What follows belongs to an exercise in optimizing a design on an open flow for small area and a short achievable clock period; a production flow would make more cautious choices.
Only simulation tests tie the RTL to the original design; equivalence was not proved.
The clock port is modelled as an ideal driver; clocking choices that lean on that would not hold on a real chip.
Power and IR drop assume default switching activity.

lane 1:
==> flow/design.v <==
package pixel_pkg;
    localparam int PIX_W = 44;
    localparam int OVF_W = 16;
    localparam int X_LSB = 34;
    localparam int X_MSB = 43;
    localparam int Y_LSB = 24;
    localparam int Y_MSB = 33;
    localparam int R_LSB = 16;
    localparam int R_MSB = 23;
    localparam int G_LSB = 8;
    localparam int G_MSB = 15;
    localparam int B_LSB = 0;
    localparam int B_MSB = 7;
    typedef struct packed {
        logic [9:0] x;
        logic [9:0] y;
        logic [7:0] r;
        logic [7:0] g;
        logic [7:0] b;
    } pixel_t;
    function automatic logic [PIX_W-1:0] pack_pixel(input pixel_t p);
        logic [PIX_W-1:0] w;
        w = '0;
        w[X_MSB:X_LSB] = p.x;
        w[Y_MSB:Y_LSB] = p.y;
        w[R_MSB:R_LSB] = p.r;
        w[G_MSB:G_LSB] = p.g;
        w[B_MSB:B_LSB] = p.b;
        pack_pixel = w;
    endfunction
    function automatic pixel_t unpack_pixel(input logic [PIX_W-1:0] w);
        pixel_t p;
        p.x = w[X_MSB:X_LSB];
        p.y = w[Y_MSB:Y_LSB];
        p.r = w[R_MSB:R_LSB];
        p.g = w[G_MSB:G_LSB];
        p.b = w[B_MSB:B_LSB];
        unpack_pixel = p;
    endfunction
endpackage
module pixel_fifo_ram
#(
    parameter int ADDR_W = 6,
    parameter int DATA_W = pixel_pkg::PIX_W
) (
    input  logic              clk_25,
    input  logic              reset,
    input  logic              wr_en,
    input  logic [2**ADDR_W-1:0] wr_sel,
    input  logic [DATA_W-1:0] wr_data,
    input  logic              rd_en,
    input  logic              empty,
    input  logic              ge2,
    input  logic [2**ADDR_W-1:0] rd_sel,
    input  logic [2**ADDR_W-1:0] rd_sel_b,
    output logic [DATA_W-1:0] rd_data
);
    localparam int DEPTH = 2 ** ADDR_W;
    logic [DATA_W-1:0] mem [DEPTH];
    logic [DATA_W-1:0] rd_word;
    logic [DATA_W-1:0] head_q;
    logic [DATA_W-1:0] rd_data_q;
    always_ff @(posedge clk_25) begin
        for (int i = 0; i < DEPTH; i++) begin
            if (wr_en && wr_sel[i]) begin
                mem[i] <= wr_data;
            end
        end
    end
    always_comb begin
        rd_word = '0;
        for (int i = 0; i < DEPTH; i++) begin
            rd_word[DATA_W/2-1:0] = rd_word[DATA_W/2-1:0] |
                (mem[i][DATA_W/2-1:0] & {(DATA_W/2){rd_sel[(i+DEPTH-1)%DEPTH]}});
            rd_word[DATA_W-1:DATA_W/2] = rd_word[DATA_W-1:DATA_W/2] |
                (mem[i][DATA_W-1:DATA_W/2] & {(DATA_W-DATA_W/2){rd_sel_b[(i+DEPTH/2-1)%DEPTH]}});
        end
    end
    always_ff @(posedge clk_25) begin
        if (rd_en) begin
            head_q <= ge2 ? rd_word : wr_data;
        end else if (empty) begin
            head_q <= wr_data;
        end
    end
    always_ff @(posedge clk_25) begin
        if (reset) begin
            rd_data_q <= '0;
        end else if (rd_en) begin
            rd_data_q <= head_q;
        end
    end
    assign rd_data = rd_data_q;
endmodule
module pixel_burst_fifo
#(
    parameter int ADDR_W    = 6,
    parameter int BURST_LEN = 8
) (
    input  logic              clk_25,
    input  logic              reset,
    input  logic              wrreq,
    input  logic [9:0]        x_i,
    input  logic [9:0]        y_i,
    input  logic [7:0]        red_i,
    input  logic [7:0]        green_i,
    input  logic [7:0]        blue_i,
    input  logic              rdreq,
    output logic              rd_valid,
    output logic [9:0]        x_o,
    output logic [9:0]        y_o,
    output logic [7:0]        red_o,
    output logic [7:0]        green_o,
    output logic [7:0]        blue_o,
    output logic [ADDR_W:0]   usedw,
    output logic              empty,
    output logic              full,
    output logic              burst_rdy,
    output logic [pixel_pkg::OVF_W-1:0]  ovf_cnt
);
    localparam int DEPTH    = 2 ** ADDR_W;
    localparam int USEDW_W  = ADDR_W + 1;
    localparam int WSUB     = 8;                
    localparam int WGRP     = DEPTH / WSUB;
    logic [WSUB-1:0]    wr_sub_q;    
    logic [WGRP-1:0]    wr_grp_q;    
    logic [DEPTH-1:0]   wr_sel;
    logic [DEPTH-1:0]   rd_sel_q;    
    logic [DEPTH-1:0]   rd_sel_bq;   
    logic [USEDW_W-1:0] usedw_q;
    logic               empty_q, full_q, burst_q;
    logic               ge2_q;       
    logic [pixel_pkg::OVF_W-1:0]   ovf_cnt_q;
    logic               rd_valid_q;
    logic               wr_acc;
    logic               rd_acc;
    logic               inc, dec;
    logic [USEDW_W-1:0] usedw_p1, usedw_m1;
    logic               ovf_sat;
    logic [pixel_pkg::PIX_W-1:0]   wr_word;
    logic [pixel_pkg::PIX_W-1:0]   rd_word;
    pixel_pkg::pixel_t             wr_pix;
    pixel_pkg::pixel_t             rd_pix;
    assign empty     = empty_q;
    assign full      = full_q;
    assign burst_rdy = burst_q;
    assign wr_acc = wrreq & ~full_q;
    assign rd_acc = rdreq & ~empty_q;
    assign inc    = wr_acc & ~rd_acc;
    assign dec    = rd_acc & ~wr_acc;
    assign usedw_p1 = usedw_q + 1'b1;
    assign usedw_m1 = usedw_q - 1'b1;
    assign ovf_sat  = &ovf_cnt_q;
    assign wr_pix.x = x_i;
    assign wr_pix.y = y_i;
    assign wr_pix.r = red_i;
    assign wr_pix.g = green_i;
    assign wr_pix.b = blue_i;
    assign wr_word  = pixel_pkg::pack_pixel(wr_pix);
    always_comb begin
        for (int i = 0; i < DEPTH; i++) begin
            wr_sel[i] = wr_grp_q[i / WSUB] & wr_sub_q[i % WSUB];
        end
    end
    always_ff @(posedge clk_25) begin
        if (reset) begin
            wr_sub_q   <= WSUB'(1);
            wr_grp_q   <= WGRP'(1);
            rd_sel_q   <= DEPTH'(1);
            rd_sel_bq  <= DEPTH'(1) << (DEPTH/2);
            usedw_q    <= '0;
            empty_q    <= 1'b1;
            ge2_q      <= 1'b0;
            full_q     <= 1'b0;
            burst_q    <= 1'b0;
            ovf_cnt_q  <= '0;
            rd_valid_q <= 1'b0;
        end else begin
            rd_valid_q <= rd_acc;
            if (wr_acc) begin
                wr_sub_q <= {wr_sub_q[WSUB-2:0], wr_sub_q[WSUB-1]};
                if (wr_sub_q[WSUB-1]) wr_grp_q <= {wr_grp_q[WGRP-2:0], wr_grp_q[WGRP-1]};
            end
            if (rd_acc) begin
                rd_sel_q  <= {rd_sel_q[DEPTH-2:0], rd_sel_q[DEPTH-1]};
                rd_sel_bq <= {rd_sel_bq[DEPTH-2:0], rd_sel_bq[DEPTH-1]};
            end
            if (inc) begin
                usedw_q <= usedw_p1;
                empty_q <= 1'b0;
                ge2_q   <= ~empty_q;
                full_q  <= (usedw_q == USEDW_W'(DEPTH - 1));
                burst_q <= (usedw_q >= USEDW_W'(BURST_LEN - 1));
            end else if (dec) begin
                usedw_q <= usedw_m1;
                empty_q <= (usedw_q == USEDW_W'(1));
                ge2_q   <= (usedw_q >= USEDW_W'(3));
                full_q  <= 1'b0;
                burst_q <= (usedw_q >= USEDW_W'(BURST_LEN + 1));
            end
            if (wrreq && full_q && !ovf_sat) ovf_cnt_q <= ovf_cnt_q + 1'b1;
        end
    end
    pixel_fifo_ram #(
        .ADDR_W (ADDR_W),
        .DATA_W (pixel_pkg::PIX_W)
    ) u_ram (
        .clk_25  (clk_25),
        .reset   (reset),
        .wr_en   (wr_acc),
        .wr_sel  (wr_sel),
        .wr_data (wr_word),
        .rd_en   (rd_acc),
        .empty   (empty_q),
        .ge2     (ge2_q),
        .rd_sel  (rd_sel_q),
        .rd_sel_b(rd_sel_bq),
        .rd_data (rd_word)
    );
    assign rd_pix   = pixel_pkg::unpack_pixel(rd_word);
    assign x_o      = rd_pix.x;
    assign y_o      = rd_pix.y;
    assign red_o    = rd_pix.r;
    assign green_o  = rd_pix.g;
    assign blue_o   = rd_pix.b;
    assign rd_valid = rd_valid_q;
    assign usedw    = usedw_q;
    assign ovf_cnt  = ovf_cnt_q;
endmodule
clock: 4.5 ns
lec_check: 0
cap_margin: 20
core_margin: 2
core_utilization: 50
cts_buf_list: sky130_fd_sc_hd__clkbuf_8 sky130_fd_sc_hd__clkbuf_16
cts_cluster_diameter: 120
cts_cluster_size: 24
place_density: 0.65
setup_slack_margin: 2.3
slew_margin: 20
buffer_ports_args: -buffer_cell sky130_fd_sc_hd__buf_4
pre_io_placement_tcl: /design/flow/flow/io.tcl
standard.sh (not shown) runs the stock make flow with config.mk's settings and CLKGATE_MAP_FILE= SYNTH_SCRIPT=/design/flow/synth_recipe.tcl, a recipe that flattens the netlist after the stock synthesis.
==> flow/flow/run.sh <==
#!/bin/bash
# Standard ORFS layout with two changes:
#  - the port buffers are plain buf_4 cells instead of the default pick;
#  - the pins are placed by flow/io.tcl: each data bit's input and output pin
#    side by side along the top and bottom edges, so each bit's storage column
#    sits next to its pins.
set -euo pipefail
cat >> config.mk <<EOC
export BUFFER_PORTS_ARGS = -buffer_cell sky130_fd_sc_hd__buf_4
export PRE_IO_PLACEMENT_TCL = $(pwd)/flow/io.tcl
EOC
bash standard.sh synth > synth.log 2>&1
bash standard.sh finish > layout.log 2>&1
==> flow/flow/io.tcl <==
# Pin placement: each data bit's input and output pins side by side, the low
# half of the word spread along the top edge and the high half along the
# bottom edge, in bit order; requests, reset and clock on the left edge and
# the status outputs on the right edge.
proc pix_port {dir k} {
  if {$k < 8}  { return "blue_${dir}\[$k\]" }
  if {$k < 16} { return "green_${dir}\[[expr {$k-8}]\]" }
  if {$k < 24} { return "red_${dir}\[[expr {$k-16}]\]" }
  if {$k < 34} { return "y_${dir}\[[expr {$k-24}]\]" }
  return "x_${dir}\[[expr {$k-34}]\]"
}
set die [[ord::get_db_block] getDieArea]
set dbu [[ord::get_db_tech] getDbUnitsPerMicron]
set w [expr {double([$die xMax]) / $dbu}]
set h [expr {double([$die yMax]) / $dbu}]
set m 10.0
set half 22
for {set j 0} {$j < $half} {incr j} {
  set x0 [expr {$m + ($w - 2*$m) * $j / $half}]
  set x1 [expr {$m + ($w - 2*$m) * ($j + 1) / $half}]
  set_io_pin_constraint -pin_names [list [pix_port i $j] [pix_port o $j]] -region [format "top:%.2f-%.2f" $x0 $x1]
  set k [expr {$j + $half}]
  set_io_pin_constraint -pin_names [list [pix_port i $k] [pix_port o $k]] -region [format "bottom:%.2f-%.2f" $x0 $x1]
}
set_io_pin_constraint -pin_names {wrreq rdreq reset clk_25} -region [format "left:%.2f-%.2f" [expr {$h/2 - 20}] [expr {$h/2 + 20}]]
set st {rd_valid empty full burst_rdy}
for {set k 0} {$k < 7} {incr k} { lappend st "usedw\[$k\]" }
for {set k 0} {$k < 16} {incr k} { lappend st "ovf_cnt\[$k\]" }
set_io_pin_constraint -pin_names $st -region [format "right:%.2f-%.2f" [expr {$h/2 - 40}] [expr {$h/2 + 40}]]
> inputs changed (lane 1 -> lane 2)
diff --git a/flow/design.v b/flow/design.v
--- a/flow/design.v
+++ b/flow/design.v
@@ -49,8 +49,6 @@
     input  logic [2**ADDR_W-1:0] wr_sel,
     input  logic [DATA_W-1:0] wr_data,
     input  logic              rd_en,
-    input  logic              empty,
-    input  logic              ge2,
     input  logic [2**ADDR_W-1:0] rd_sel,
     input  logic [2**ADDR_W-1:0] rd_sel_b,
     output logic [DATA_W-1:0] rd_data
@@ -58,7 +56,6 @@
     localparam int DEPTH = 2 ** ADDR_W;
     logic [DATA_W-1:0] mem [DEPTH];
     logic [DATA_W-1:0] rd_word;
-    logic [DATA_W-1:0] head_q;
     logic [DATA_W-1:0] rd_data_q;
     always_ff @(posedge clk_25) begin
         for (int i = 0; i < DEPTH; i++) begin
@@ -71,23 +68,16 @@
         rd_word = '0;
         for (int i = 0; i < DEPTH; i++) begin
             rd_word[DATA_W/2-1:0] = rd_word[DATA_W/2-1:0] |
-                (mem[i][DATA_W/2-1:0] & {(DATA_W/2){rd_sel[(i+DEPTH-1)%DEPTH]}});
+                (mem[i][DATA_W/2-1:0] & {(DATA_W/2){rd_sel[i]}});
             rd_word[DATA_W-1:DATA_W/2] = rd_word[DATA_W-1:DATA_W/2] |
-                (mem[i][DATA_W-1:DATA_W/2] & {(DATA_W-DATA_W/2){rd_sel_b[(i+DEPTH/2-1)%DEPTH]}});
-        end
-    end
-    always_ff @(posedge clk_25) begin
-        if (rd_en) begin
-            head_q <= ge2 ? rd_word : wr_data;
-        end else if (empty) begin
-            head_q <= wr_data;
+                (mem[i][DATA_W-1:DATA_W/2] & {(DATA_W-DATA_W/2){rd_sel_b[(i+DEPTH/2)%DEPTH]}});
         end
     end
     always_ff @(posedge clk_25) begin
         if (reset) begin
             rd_data_q <= '0;
         end else if (rd_en) begin
-            rd_data_q <= head_q;
+            rd_data_q <= rd_word;
         end
     end
     assign rd_data = rd_data_q;
@@ -129,7 +119,6 @@
     logic [DEPTH-1:0]   rd_sel_bq;   
     logic [USEDW_W-1:0] usedw_q;
     logic               empty_q, full_q, burst_q;
-    logic               ge2_q;       
     logic [pixel_pkg::OVF_W-1:0]   ovf_cnt_q;
     logic               rd_valid_q;
     logic               wr_acc;
@@ -170,7 +159,6 @@
             rd_sel_bq  <= DEPTH'(1) << (DEPTH/2);
             usedw_q    <= '0;
             empty_q    <= 1'b1;
-            ge2_q      <= 1'b0;
             full_q     <= 1'b0;
             burst_q    <= 1'b0;
             ovf_cnt_q  <= '0;
@@ -188,13 +176,11 @@
             if (inc) begin
                 usedw_q <= usedw_p1;
                 empty_q <= 1'b0;
-                ge2_q   <= ~empty_q;
                 full_q  <= (usedw_q == USEDW_W'(DEPTH - 1));
                 burst_q <= (usedw_q >= USEDW_W'(BURST_LEN - 1));
             end else if (dec) begin
                 usedw_q <= usedw_m1;
                 empty_q <= (usedw_q == USEDW_W'(1));
-                ge2_q   <= (usedw_q >= USEDW_W'(3));
                 full_q  <= 1'b0;
                 burst_q <= (usedw_q >= USEDW_W'(BURST_LEN + 1));
             end
@@ -211,8 +197,6 @@
         .wr_sel  (wr_sel),
         .wr_data (wr_word),
         .rd_en   (rd_acc),
-        .empty   (empty_q),
-        .ge2     (ge2_q),
         .rd_sel  (rd_sel_q),
         .rd_sel_b(rd_sel_bq),
         .rd_data (rd_word)
--- outcome ---
Lane 2 vs lane 1: via count down in lane 2
In terms of fraction of power consumed by the clock network, lane 2 and lane 1 differ only marginally.
Hold slack delta (lane 2 − lane 1): favourable
Sort lane 2 and lane 1 by sequential share of layout area, descending, and lane 2 comes first.
The setup slack of lane 2 is larger than that of lane 1.
Against lane 1, lane 2 comes in 0.042 ns higher on pin slew with the least headroom to its limit.
On area fraction of clock buffers and clock inverters, lane 2 and lane 1 are neck and neck.

---

Setup of job 2961:
pixel_burst_fifo, a different RTL version from the one above (not shown whole).
Size: ~6100 cells after synthesis, ~120 I/O pins, about 110000 sq um of cells after synthesis.
==> module pixel_burst_fifo, before the edit <==
module pixel_burst_fifo
#(
    parameter int ADDR_W    = 6,
    parameter int BURST_LEN = 8
) (
    input  logic              clk_25,
    input  logic              reset,
    input  logic              wrreq,
    input  logic [9:0]        x_i,
    input  logic [9:0]        y_i,
    input  logic [7:0]        red_i,
    input  logic [7:0]        green_i,
    input  logic [7:0]        blue_i,
    input  logic              rdreq,
    output logic              rd_valid,
    output logic [9:0]        x_o,
    output logic [9:0]        y_o,
    output logic [7:0]        red_o,
    output logic [7:0]        green_o,
    output logic [7:0]        blue_o,
    output logic [ADDR_W:0]   usedw,
    output logic              empty,
    output logic              full,
    output logic              burst_rdy,
    output logic [pixel_pkg::OVF_W-1:0]  ovf_cnt
);
    localparam int DEPTH    = 2 ** ADDR_W;
    localparam int USEDW_W  = ADDR_W + 1;
    logic [DEPTH-1:0]   wr_sel_q;    
    logic [DEPTH-1:0]   rd_sel_q;    
    logic [DEPTH-1:0]   rd_sel_bq;   
    logic [USEDW_W-1:0] usedw_q;
    logic               empty_q, full_q, burst_q;
    logic [pixel_pkg::OVF_W-1:0]   ovf_cnt_q;
    logic               rd_valid_q;
    logic               wr_acc;
    logic               rd_acc;
    logic               inc, dec;
    logic [USEDW_W-1:0] usedw_p1, usedw_m1;
    logic               ovf_sat;
    logic [pixel_pkg::PIX_W-1:0]   wr_word;
    logic [pixel_pkg::PIX_W-1:0]   rd_word;
    pixel_pkg::pixel_t             wr_pix;
    pixel_pkg::pixel_t             rd_pix;
    assign empty     = empty_q;
    assign full      = full_q;
    assign burst_rdy = burst_q;
    assign wr_acc = wrreq & ~full_q;
    assign rd_acc = rdreq & ~empty_q;
    assign inc    = wr_acc & ~rd_acc;
    assign dec    = rd_acc & ~wr_acc;
    assign usedw_p1 = usedw_q + 1'b1;
    assign usedw_m1 = usedw_q - 1'b1;
    assign ovf_sat  = &ovf_cnt_q;
    assign wr_pix.x = x_i;
    assign wr_pix.y = y_i;
    assign wr_pix.r = red_i;
    assign wr_pix.g = green_i;
    assign wr_pix.b = blue_i;
    assign wr_word  = pixel_pkg::pack_pixel(wr_pix);
    always_ff @(posedge clk_25) begin
        if (reset) begin
            wr_sel_q   <= DEPTH'(1);
            rd_sel_q   <= DEPTH'(1);
            rd_sel_bq  <= DEPTH'(1) << (DEPTH/2);
            usedw_q    <= '0;
            empty_q    <= 1'b1;
            full_q     <= 1'b0;
            burst_q    <= 1'b0;
            ovf_cnt_q  <= '0;
            rd_valid_q <= 1'b0;
        end else begin
            rd_valid_q <= rd_acc;
            if (wr_acc) wr_sel_q <= {wr_sel_q[DEPTH-2:0], wr_sel_q[DEPTH-1]};
            if (rd_acc) begin
                rd_sel_q  <= {rd_sel_q[DEPTH-2:0], rd_sel_q[DEPTH-1]};
                rd_sel_bq <= {rd_sel_bq[DEPTH-2:0], rd_sel_bq[DEPTH-1]};
            end
            if (inc) begin
                usedw_q <= usedw_p1;
                empty_q <= 1'b0;
                full_q  <= (usedw_q == USEDW_W'(DEPTH - 1));
                burst_q <= (usedw_q >= USEDW_W'(BURST_LEN - 1));
            end else if (dec) begin
                usedw_q <= usedw_m1;
                empty_q <= (usedw_q == USEDW_W'(1));
                full_q  <= 1'b0;
                burst_q <= (usedw_q >= USEDW_W'(BURST_LEN + 1));
            end
            if (wrreq && full_q && !ovf_sat) ovf_cnt_q <= ovf_cnt_q + 1'b1;
        end
    end
    pixel_fifo_ram #(
        .ADDR_W (ADDR_W),
        .DATA_W (pixel_pkg::PIX_W)
    ) u_ram (
        .clk_25  (clk_25),
        .reset   (reset),
        .wr_en   (wr_acc),
        .wr_sel  (wr_sel_q),
        .wr_data (wr_word),
        .rd_en   (rd_acc),
        .rd_sel  (rd_sel_q),
        .rd_sel_b(rd_sel_bq),
        .rd_data (rd_word)
    );
    assign rd_pix   = pixel_pkg::unpack_pixel(rd_word);
    assign x_o      = rd_pix.x;
    assign y_o      = rd_pix.y;
    assign red_o    = rd_pix.r;
    assign green_o  = rd_pix.g;
    assign blue_o   = rd_pix.b;
    assign rd_valid = rd_valid_q;
    assign usedw    = usedw_q;
    assign ovf_cnt  = ovf_cnt_q;
endmodule
==> flow/config.mk <==
export PLATFORM = sky130hd
export DESIGN_NAME = pixel_burst_fifo
export DESIGN_NICKNAME = pixel_burst_fifo
export VERILOG_FILES = /design/flow/design.v
export SDC_FILE = /design/flow/constraint.sdc
export NUM_CORES = 4
export LEC_CHECK = 0
export CAP_MARGIN = 20
export CORE_MARGIN = 2
export CORE_UTILIZATION = 60
export CTS_BUF_LIST = sky130_fd_sc_hd__clkbuf_8 sky130_fd_sc_hd__clkbuf_16
export CTS_CLUSTER_DIAMETER = 120
export CTS_CLUSTER_SIZE = 24
export PLACE_DENSITY = 0.72
export SETUP_SLACK_MARGIN = 2.3
export SLEW_MARGIN = 20
export BUFFER_PORTS_ARGS = -buffer_cell sky130_fd_sc_hd__buf_4
export PRE_IO_PLACEMENT_TCL = /design/flow/flow/io.tcl
export POST_CTS_TCL = /design/flow/flow/postcts.tcl
==> flow/constraint.sdc <==
create_clock -name core_clock -period 4.5 [get_ports {clk_25}]
set_input_delay 0.9000 -clock core_clock [delete_from_list [all_inputs] [get_ports {clk_25}]]
set_output_delay 0.9000 -clock core_clock [all_outputs]
set_load 0.01 [all_outputs]
==> flow/flow/run.sh <==
#!/bin/bash
# Standard ORFS layout with three changes:
#  - the port buffers are plain buf_4 cells instead of the default pick;
#  - the pins are placed by flow/io.tcl: each data bit's input and output pin
#    side by side along the top and bottom edges, so each bit's storage column
#    sits next to its pins;
#  - after clock tree synthesis, flow/postcts.tcl splits the top level of the
#    clock tree: the root buffer drives four buffers that share its old load.
set -euo pipefail
cat >> config.mk <<EOC
export BUFFER_PORTS_ARGS = -buffer_cell sky130_fd_sc_hd__buf_4
export PRE_IO_PLACEMENT_TCL = $(pwd)/flow/io.tcl
export POST_CTS_TCL = $(pwd)/flow/postcts.tcl
EOC
bash standard.sh synth > synth.log 2>&1
bash standard.sh finish > layout.log 2>&1
Scripts as last shown in full above: flow/flow/io.tcl
Other scripts of this flow, unchanged in this note and not shown: flow/flow/postcts.tcl
Relative to job 2961, the following input files were edited for job 3782:
--- a/flow/design.v
+++ b/flow/design.v
@@ -111,5 +111,9 @@
     localparam int DEPTH    = 2 ** ADDR_W;
     localparam int USEDW_W  = ADDR_W + 1;
-    logic [DEPTH-1:0]   wr_sel_q;    
+    localparam int WSUB     = 8;                
+    localparam int WGRP     = DEPTH / WSUB;
+    logic [WSUB-1:0]    wr_sub_q;    
+    logic [WGRP-1:0]    wr_grp_q;    
+    logic [DEPTH-1:0]   wr_sel;
     logic [DEPTH-1:0]   rd_sel_q;    
     logic [DEPTH-1:0]   rd_sel_bq;   
@@ -143,7 +147,13 @@
     assign wr_pix.b = blue_i;
     assign wr_word  = pixel_pkg::pack_pixel(wr_pix);
+    always_comb begin
+        for (int i = 0; i < DEPTH; i++) begin
+            wr_sel[i] = wr_grp_q[i / WSUB] & wr_sub_q[i % WSUB];
+        end
+    end
     always_ff @(posedge clk_25) begin
         if (reset) begin
-            wr_sel_q   <= DEPTH'(1);
+            wr_sub_q   <= WSUB'(1);
+            wr_grp_q   <= WGRP'(1);
             rd_sel_q   <= DEPTH'(1);
             rd_sel_bq  <= DEPTH'(1) << (DEPTH/2);
@@ -156,5 +166,8 @@
         end else begin
             rd_valid_q <= rd_acc;
-            if (wr_acc) wr_sel_q <= {wr_sel_q[DEPTH-2:0], wr_sel_q[DEPTH-1]};
+            if (wr_acc) begin
+                wr_sub_q <= {wr_sub_q[WSUB-2:0], wr_sub_q[WSUB-1]};
+                if (wr_sub_q[WSUB-1]) wr_grp_q <= {wr_grp_q[WGRP-2:0], wr_grp_q[WGRP-1]};
+            end
             if (rd_acc) begin
                 rd_sel_q  <= {rd_sel_q[DEPTH-2:0], rd_sel_q[DEPTH-1]};
@@ -182,5 +195,5 @@
         .reset   (reset),
         .wr_en   (wr_acc),
-        .wr_sel  (wr_sel_q),
+        .wr_sel  (wr_sel),
         .wr_data (wr_word),
         .rd_en   (rd_acc),
[summary]
- Final period demand of the worst path on job 3782 is up relative to job 2961.
- Between job 3782 and job 2961, the difference in power consumed by the clock network is negligible.
- Post-route total power improves in job 3782 relative to job 2961.
- As of job 3782, routed metal-1 wirelength had risen by a few percent compared to job 2961.
- A library cell contributing the largest single delay on the critical path of sky130_fd_sc_hd__dfxtp_4 is what job 2961 shows, while sky130_fd_sc_hd__dfxtp_2 belongs to job 3782.
- From job 2961 to job 3782 the numbers moved as follows: wire length of the first global-routing pass climbed about 5%; setup slack dropped 0.12 ns; number of sinks on the clock net dropped 48; proportion of power drawn by the clock network dropped 0.2 points; register area dropped 0.98%.
- Inserted tap cell count, job 3782 and job 2961: lower on job 3782
- Diff job 2961 -> job 3782: switching power essentially unchanged; critical path depth up 1.

[static timing again, ports no longer ideal]
Ports are ideal in the flow. The routed layouts listed here were re-timed in OpenROAD.
Step 1 assumes that a clkbuf_16 drives the clock port and a buf_2 every other input.
Step 2 also shifts input and output timing later by t, the mid clock arrival at the registers, as if the neighbouring blocks saw the same clock.
a / b / c = ideal / step 1 / step 2; a / b = the first two.
| run | shift t [ns] | slack for setup (ns) | latest minus earliest clock arrival (ns) | pins driven straight from the clock port |
|---|---|---|---|---|
| lane 1 | 0.954 | 1.914 / 1.914 / 1.566 | 0.050 / 0.051 | 1 |
| lane 2 | 0.936 | 2.069 / 2.000 / 1.263 | 0.044 / 0.043 | 1 |
| job 2961 | 0.867 | 2.195 / 2.129 / 1.358 | 0.048 / 0.048 | 1 |
| job 3782 | 0.861 | 2.079 / 2.079 / 1.387 | 0.059 / 0.059 | 1 |
After both steps setup and hold are still met in every run listed. The setup slack of job 2961, which loses most, moves by -0.066 ns with the drivers and by -0.837 ns with both steps.
